From an optimization exercise on the open Yosys and OpenROAD flow, aimed at small area, a short achievable clock period and few clock cycles per item; shortcuts taken in it are not production practice.

==> flow/design.v <==
module page_table_leaf_ager (
    input  logic              clk,
    input  logic              rst_n,
    input  logic              push,
    output logic              full,
    input  logic              entry_valid,
    input  logic              entry_accessed,
    input  logic [3:0]        entry_age,
    input  logic              last_entry,
    output logic              empty,
    input  logic              pop,
    output logic [3:0]        new_age,
    output logic              advanced,
    output logic [31:0]       bucket_count,
    output logic              region_done,
    output logic signed [4:0] region_old_max,
    output logic signed [4:0] region_new_max,
    output logic              region_moves,
    output logic [9:0]        aged_total
);
    logic full_reg;        
    logic empty_reg;       
    logic o_v;             
    logic q1_e;            
    logic q0_v, q1_v, x_v;
    logic qa0;             
    logic accept, fire_ok, x_fire, q_adv;
    assign q1_v    = !q1_e;
    assign accept  = push && q1_e;
    assign fire_ok = !o_v || pop;
    assign x_fire  = x_v && fire_ok;
    assign q_adv   = qa0 || (q0_v && pop);
    logic       q0_val, q0_acc, q0_last;
    logic [3:0] q0_age;
    logic       q1_val, q1_acc, q1_last;
    logic [3:0] q1_age;
    logic       qn_val, qn_acc, qn_last;
    logic [3:0] qn_age;
    logic       q0_load;
    logic [3:0] qn_nage;
    logic       qn_aflag, qn_move;
    logic [15:0] qn_age_is;
    logic [7:0] qn_esel, qn_osel;
    always_comb
    begin
        q0_load = q_adv || !q0_v;
        if (q0_v && q1_v)
        begin
            {qn_val, qn_acc, qn_age, qn_last} = {q1_val, q1_acc, q1_age, q1_last};
        end
        else
        begin
            {qn_val, qn_acc, qn_age, qn_last} = {entry_valid, entry_accessed, entry_age,
                                                 last_entry};
        end
        if (!qn_val)
        begin
            qn_nage = qn_age;
        end
        else if (qn_acc)
        begin
            qn_nage = 4'd0;
        end
        else if (qn_age != 4'd15)
        begin
            qn_nage = qn_age + 4'd1;
        end
        else
        begin
            qn_nage = 4'd15;
        end
        qn_aflag = qn_val && (qn_acc || (qn_age != 4'd15));
        qn_move  = qn_val && (qn_acc ? (qn_age != 4'd0) : (qn_age != 4'd15));
        for (int i = 0; i < 16; i++)
        begin
            qn_age_is[i] = (qn_age == i);
        end
        for (int j = 0; j < 8; j++)
        begin
            qn_esel[j] = qn_age_is[2*j] || ((j > 0) && qn_age_is[(2*j+15)%16]);
            qn_osel[j] = qn_age_is[2*j] || qn_age_is[2*j+1];
        end
    end
    logic [3:0] q0_nage;
    logic       q0_aflag, q0_move;
    logic [7:0] q0_esel, q0_osel;
    always_ff @(posedge clk)
    begin
        if (q0_load)
        begin
            q0_val   <= qn_val;
            q0_acc   <= qn_acc;
            q0_age   <= qn_age;
            q0_last  <= qn_last;
            q0_nage  <= qn_nage;
            q0_aflag <= qn_aflag;
            q0_move  <= qn_move;
            q0_esel  <= qn_esel;
            q0_osel  <= qn_osel;
        end
        if (accept && (q_adv ? q1_v : q0_v))
        begin
            q1_val  <= entry_valid;
            q1_acc  <= entry_accessed;
            q1_age  <= entry_age;
            q1_last <= last_entry;
        end
    end
    logic        x_acc, x_last, x_adv, x_mv;
    logic [3:0]  x_age, x_nage;
    logic [15:0] x_ra;     
    logic [15:0] x_rn;     
    logic [15:0] q_ra, q_rn;
    always_ff @(posedge clk)
    begin
        if (q_adv)
        begin
            x_acc  <= q0_acc;
            x_age  <= q0_age;
            x_nage <= q0_nage;
            x_last <= q0_last;
            x_adv  <= q0_aflag;
            x_mv   <= q0_move;
            x_ra   <= q_ra;
            x_rn   <= q_rn;
        end
    end
    logic [15:0] x_age_is, x_inc_is;
    logic [15:0] dec_tog, inc_tog;
    logic [15:0] dec_val, inc_val;
    logic [15:0] x_bucket;
    logic [15:0] wr_pre, wr;
    logic [15:0] bus_zero;
    logic [15:0] bus_grp [0:3];
    always_comb
    begin
        for (int i = 0; i < 16; i++)
        begin
            x_age_is[i] = (x_age == i);
        end
        x_inc_is[0] = x_acc;
        for (int i = 1; i < 16; i++)
        begin
            x_inc_is[i] = !x_acc && x_age_is[i-1];
        end
        for (int k = 0; k < 16; k++)
        begin
            dec_tog[k] = !(|(x_ra & ~(16'hffff << k)));
            inc_tog[k] = &(x_rn | (16'hffff << k));
        end
        dec_val  = x_ra ^ (dec_tog & {16{|x_ra}});
        inc_val  = x_rn ^ (inc_tog & {16{!(&x_rn)}});
        x_bucket = x_mv ? inc_val : x_ra;
        wr_pre   = (x_age_is | x_inc_is) & {16{x_v && x_mv}};
        wr       = wr_pre & {16{fire_ok}};
        bus_zero = x_acc ? inc_val : dec_val;
        bus_grp[0] = (|(x_inc_is & 16'h0054)) ? inc_val : dec_val;
        bus_grp[1] = (|(x_inc_is & 16'h5500)) ? inc_val : dec_val;
        bus_grp[2] = (|(x_inc_is & 16'h00aa)) ? inc_val : dec_val;
        bus_grp[3] = (|(x_inc_is & 16'haa00)) ? inc_val : dec_val;
    end
    logic [15:0] hist [0:15];
    logic [15:0] hist_ok;
    always_ff @(posedge clk)
    begin
        if (wr[0])
        begin
            hist[0] <= bus_zero;
        end
        for (int i = 1; i < 16; i++)
        begin
            if (wr[i])
            begin
                hist[i] <= bus_grp[(i % 2 == 0) ? ((i < 8) ? 0 : 1) : ((i < 8) ? 2 : 3)];
            end
        end
    end
    always_ff @(posedge clk or negedge rst_n)
    begin
        if (!rst_n)
        begin
            hist_ok <= '0;
        end
        else
        begin
            hist_ok <= hist_ok | wr;
        end
    end
    logic       xn_mv, xn_acc;
    logic [3:0] xn_age, xn_incb;
    logic       qh_acc;
    logic [3:0] qh_age, qh_incb;
    logic       f_aa, f_ai, f_na, f_ni;    
    always_comb
    begin
        xn_mv   = q_adv ? q0_move : (x_v && x_mv && !x_fire);
        xn_acc  = q_adv ? q0_acc : x_acc;
        xn_age  = q_adv ? q0_age : x_age;
        xn_incb = xn_acc ? 4'd0 : (xn_age + 4'd1);
        qh_acc  = q0_load ? qn_acc : q0_acc;
        qh_age  = q0_load ? qn_age : q0_age;
        qh_incb = qh_acc ? 4'd0 : (qh_age + 4'd1);
    end
    always_ff @(posedge clk)
    begin
        f_aa <= xn_mv && (qh_age  == xn_age);
        f_ai <= xn_mv && (qh_age  == xn_incb);
        f_na <= xn_mv && (qh_incb == xn_age);
        f_ni <= xn_mv && (qh_incb == xn_incb);
    end
    logic [15:0] rd_e, rd_o, rd_a, rd_a1, rd_n;
    always_comb
    begin
        rd_e = '0;
        rd_o = '0;
        for (int j = 0; j < 8; j++)
        begin
            rd_e = rd_e | (hist[2*j]   & {16{q0_esel[j] && hist_ok[2*j]}});
            rd_o = rd_o | (hist[2*j+1] & {16{q0_osel[j] && hist_ok[2*j+1]}});
        end
        rd_a  = q0_age[0] ? rd_o : rd_e;
        rd_a1 = q0_age[0] ? rd_e : rd_o;
        rd_n  = q0_acc ? (hist[0] & {16{hist_ok[0]}}) : rd_a1;
        q_ra  = f_aa ? dec_val : (f_ai ? inc_val : rd_a);
        q_rn  = f_na ? dec_val : (f_ni ? inc_val : rd_n);
    end
    logic       closed;
    logic       any_v;
    logic [3:0] omax, nmax;
    logic [9:0] cnt;
    logic       b_any;
    logic [9:0] b_cnt;
    logic [9:0] cnt_tog;
    always_comb
    begin
        b_any = any_v && !closed;
        b_cnt = closed ? 10'd0 : cnt;
        for (int k = 0; k < 10; k++)
        begin
            cnt_tog[k] = &(b_cnt | (10'h3ff << k));
        end
    end
    always_ff @(posedge clk or negedge rst_n)
    begin
        if (!rst_n)
        begin
            closed <= 1'b1;
        end
        else if (q_adv)
        begin
            closed <= q0_last;
        end
    end
    always_ff @(posedge clk)
    begin
        if (q_adv)
        begin
            any_v <= b_any || q0_val;
            if (q0_val && (!b_any || (q0_age > omax)))
            begin
                omax <= q0_age;
            end
            if (q0_val && (!b_any || (q0_nage > nmax)))
            begin
                nmax <= q0_nage;
            end
            cnt <= b_cnt ^ (cnt_tog & {10{q0_aflag && !b_cnt[9]}});
        end
    end
    logic [42:0] x_res;
    logic [4:0]  x_om, x_nm;
    logic [42:0] o_res;
    assign x_om  = x_last ? (any_v ? {1'b0, omax} : 5'h1f) : 5'h00;
    assign x_nm  = x_last ? (any_v ? {1'b0, nmax} : 5'h1f) : 5'h00;
    assign x_res = {x_nage, x_adv, x_bucket, x_last, x_om, x_nm,
                    x_last && any_v && (omax != nmax), cnt};
    always_ff @(posedge clk)
    begin
        if (x_fire)
        begin
            o_res <= x_res;
        end
    end
    logic q0_v_n, q1_v_n, x_v_n, o_v_n;
    always_comb
    begin
        q0_v_n = q_adv ? (q1_v || accept) : (q0_v || accept);
        q1_v_n = q_adv ? (q1_v && accept) : (q1_v || (accept && q0_v));
        x_v_n  = q_adv || (x_v && !x_fire);
        o_v_n  = x_fire || (o_v && !pop);
    end
    always_ff @(posedge clk or negedge rst_n)
    begin
        if (!rst_n)
        begin
            q0_v      <= 1'b0;
            q1_e      <= 1'b1;
            o_v       <= 1'b0;
            x_v       <= 1'b0;
            qa0       <= 1'b0;
            full_reg  <= 1'b0;
            empty_reg <= 1'b1;
        end
        else
        begin
            q0_v      <= q0_v_n;
            q1_e      <= !q1_v_n;
            o_v       <= o_v_n;
            x_v       <= x_v_n;
            qa0       <= q0_v_n && (!x_v_n || !o_v_n);
            full_reg  <= q1_v_n;
            empty_reg <= !o_v_n;
        end
    end
    assign full  = full_reg;
    assign empty = empty_reg;
    assign {new_age, advanced, bucket_count[15:0], region_done, region_old_max,
            region_new_max, region_moves, aged_total} = o_res;
    assign bucket_count[31:16] = 16'd0;
endmodule
Settings: LEC_CHECK=0, ABC_AREA=1, CAP_MARGIN=20, CORE_MARGIN=2, CORE_UTILIZATION=40, CTS_BUF_LIST=sky130_fd_sc_hd__clkbuf_16, CTS_CLUSTER_DIAMETER=80, CTS_CLUSTER_SIZE=24, SETUP_SLACK_MARGIN=2.7, SLEW_MARGIN=20; clock period 5.0 ns.
standard.sh (not shown) runs the stock make flow with config.mk's settings and CLKGATE_MAP_FILE= SYNTH_SCRIPT=/design/flow/synth_recipe.tcl, a recipe that flattens the netlist after the stock synthesis.
==> flow/flow/run.sh <==
#!/bin/bash
# Layout flow: the standard ORFS flow (standard.sh, standard synthesis unchanged) with two
# changes to how the layout is made:
#  - port buffers are sky130_fd_sc_hd__buf_2 cells (the default pick is a slow delay cell);
#  - timing and design repair may resize a cell into one with a different footprint.
# Each tool's full output goes to a log file in this folder; ORFS keeps its own step logs
# under orfs/logs.
set -euo pipefail
bash standard.sh MATCH_CELL_FOOTPRINT=0 "BUFFER_PORTS_ARGS=-buffer_cell sky130_fd_sc_hd__buf_2" finish > flow_make.log 2>&1
==> next run, changes <==
--- a/flow/design.v
+++ b/flow/design.v
@@ -17,18 +17,15 @@
     output logic signed [4:0] region_new_max,
     output logic              region_moves,
     output logic [9:0]        aged_total
 );
-    logic full_reg;        
+    logic full_reg;
     logic empty_reg;       
-    logic o_v;             
-    logic q1_e;            
     logic q0_v, q1_v, x_v;
     logic qa0;             
     logic accept, fire_ok, x_fire, q_adv;
-    assign q1_v    = !q1_e;
-    assign accept  = push && q1_e;
-    assign fire_ok = !o_v || pop;
+    assign accept  = push && !full_reg;
+    assign fire_ok = empty_reg || pop;
     assign x_fire  = x_v && fire_ok;
     assign q_adv   = qa0 || (q0_v && pop);
     logic       q0_val, q0_acc, q0_last;
     logic [3:0] q0_age;
@@ -185,29 +182,20 @@
         begin
             hist_ok <= hist_ok | wr;
         end
     end
-    logic       xn_mv, xn_acc;
-    logic [3:0] xn_age, xn_incb;
-    logic       qh_acc;
-    logic [3:0] qh_age, qh_incb;
+    logic [3:0] x_incb, q_incb;
+    logic       x_wm;
     logic       f_aa, f_ai, f_na, f_ni;    
     always_comb
     begin
-        xn_mv   = q_adv ? q0_move : (x_v && x_mv && !x_fire);
-        xn_acc  = q_adv ? q0_acc : x_acc;
-        xn_age  = q_adv ? q0_age : x_age;
-        xn_incb = xn_acc ? 4'd0 : (xn_age + 4'd1);
-        qh_acc  = q0_load ? qn_acc : q0_acc;
-        qh_age  = q0_load ? qn_age : q0_age;
-        qh_incb = qh_acc ? 4'd0 : (qh_age + 4'd1);
-    end
-    always_ff @(posedge clk)
-    begin
-        f_aa <= xn_mv && (qh_age  == xn_age);
-        f_ai <= xn_mv && (qh_age  == xn_incb);
-        f_na <= xn_mv && (qh_incb == xn_age);
-        f_ni <= xn_mv && (qh_incb == xn_incb);
+        x_wm   = x_v && x_mv;
+        x_incb = x_acc  ? 4'd0 : (x_age + 4'd1);
+        q_incb = q0_acc ? 4'd0 : (q0_age + 4'd1);
+        f_aa   = x_wm && (q0_age == x_age);
+        f_ai   = x_wm && (q0_age == x_incb);
+        f_na   = x_wm && (q_incb == x_age);
+        f_ni   = x_wm && (q_incb == x_incb);
     end
     logic [15:0] rd_e, rd_o, rd_a, rd_a1, rd_n;
     always_comb
     begin
@@ -286,27 +274,25 @@
     begin
         q0_v_n = q_adv ? (q1_v || accept) : (q0_v || accept);
         q1_v_n = q_adv ? (q1_v && accept) : (q1_v || (accept && q0_v));
         x_v_n  = q_adv || (x_v && !x_fire);
-        o_v_n  = x_fire || (o_v && !pop);
+        o_v_n  = x_fire || (!empty_reg && !pop);
     end
     always_ff @(posedge clk or negedge rst_n)
     begin
         if (!rst_n)
         begin
             q0_v      <= 1'b0;
-            q1_e      <= 1'b1;
-            o_v       <= 1'b0;
+            q1_v      <= 1'b0;
             x_v       <= 1'b0;
             qa0       <= 1'b0;
             full_reg  <= 1'b0;
             empty_reg <= 1'b1;
         end
         else
         begin
             q0_v      <= q0_v_n;
-            q1_e      <= !q1_v_n;
-            o_v       <= o_v_n;
+            q1_v      <= q1_v_n;
             x_v       <= x_v_n;
             qa0       <= q0_v_n && (!x_v_n || !o_v_n);
             full_reg  <= q1_v_n;
             empty_reg <= !o_v_n;
Effect: Cell area came out higher by a few percent; maximum frequency came out lower slightly; routed wire length came out higher by about a fifth; die area hardly moves; setup slack degrades by 0.032 ns.
No run of this note included a check of the RTL's function; only the layout flow was run.

-- what the ideal ports hide --
How much do the figures lean on ideal ports? The routed layouts below were timed once more, with nothing changed but the port constraints.
Step 1 assumes that a clkbuf_16 drives the clock port and a buf_2 every other input.
Step 2 also shifts input and output timing later by t, the mid clock arrival at the registers, as if the neighbouring blocks saw the same clock.
a / b / c = ideal ports / drivers / drivers and shift; a / b = the first two.
run	t (ns)	setup slack, ns	hold WS [ns]	worst setup path at the end	worst register clock-pin slew, ns
the first run	0.639	2.753 / 2.699 / 2.159	0.417 / 0.386 / 0.426	input to register	0.09 / 0.09
the second run	0.653	2.720 / 2.687 / 2.296	0.429 / 0.429 / 0.429	input to register	0.10 / 0.10
After both steps every run listed still meets setup and hold. For the first run, which loses most, drivers alone change the setup slack by -0.054 ns; drivers and shift together by -0.594 ns.
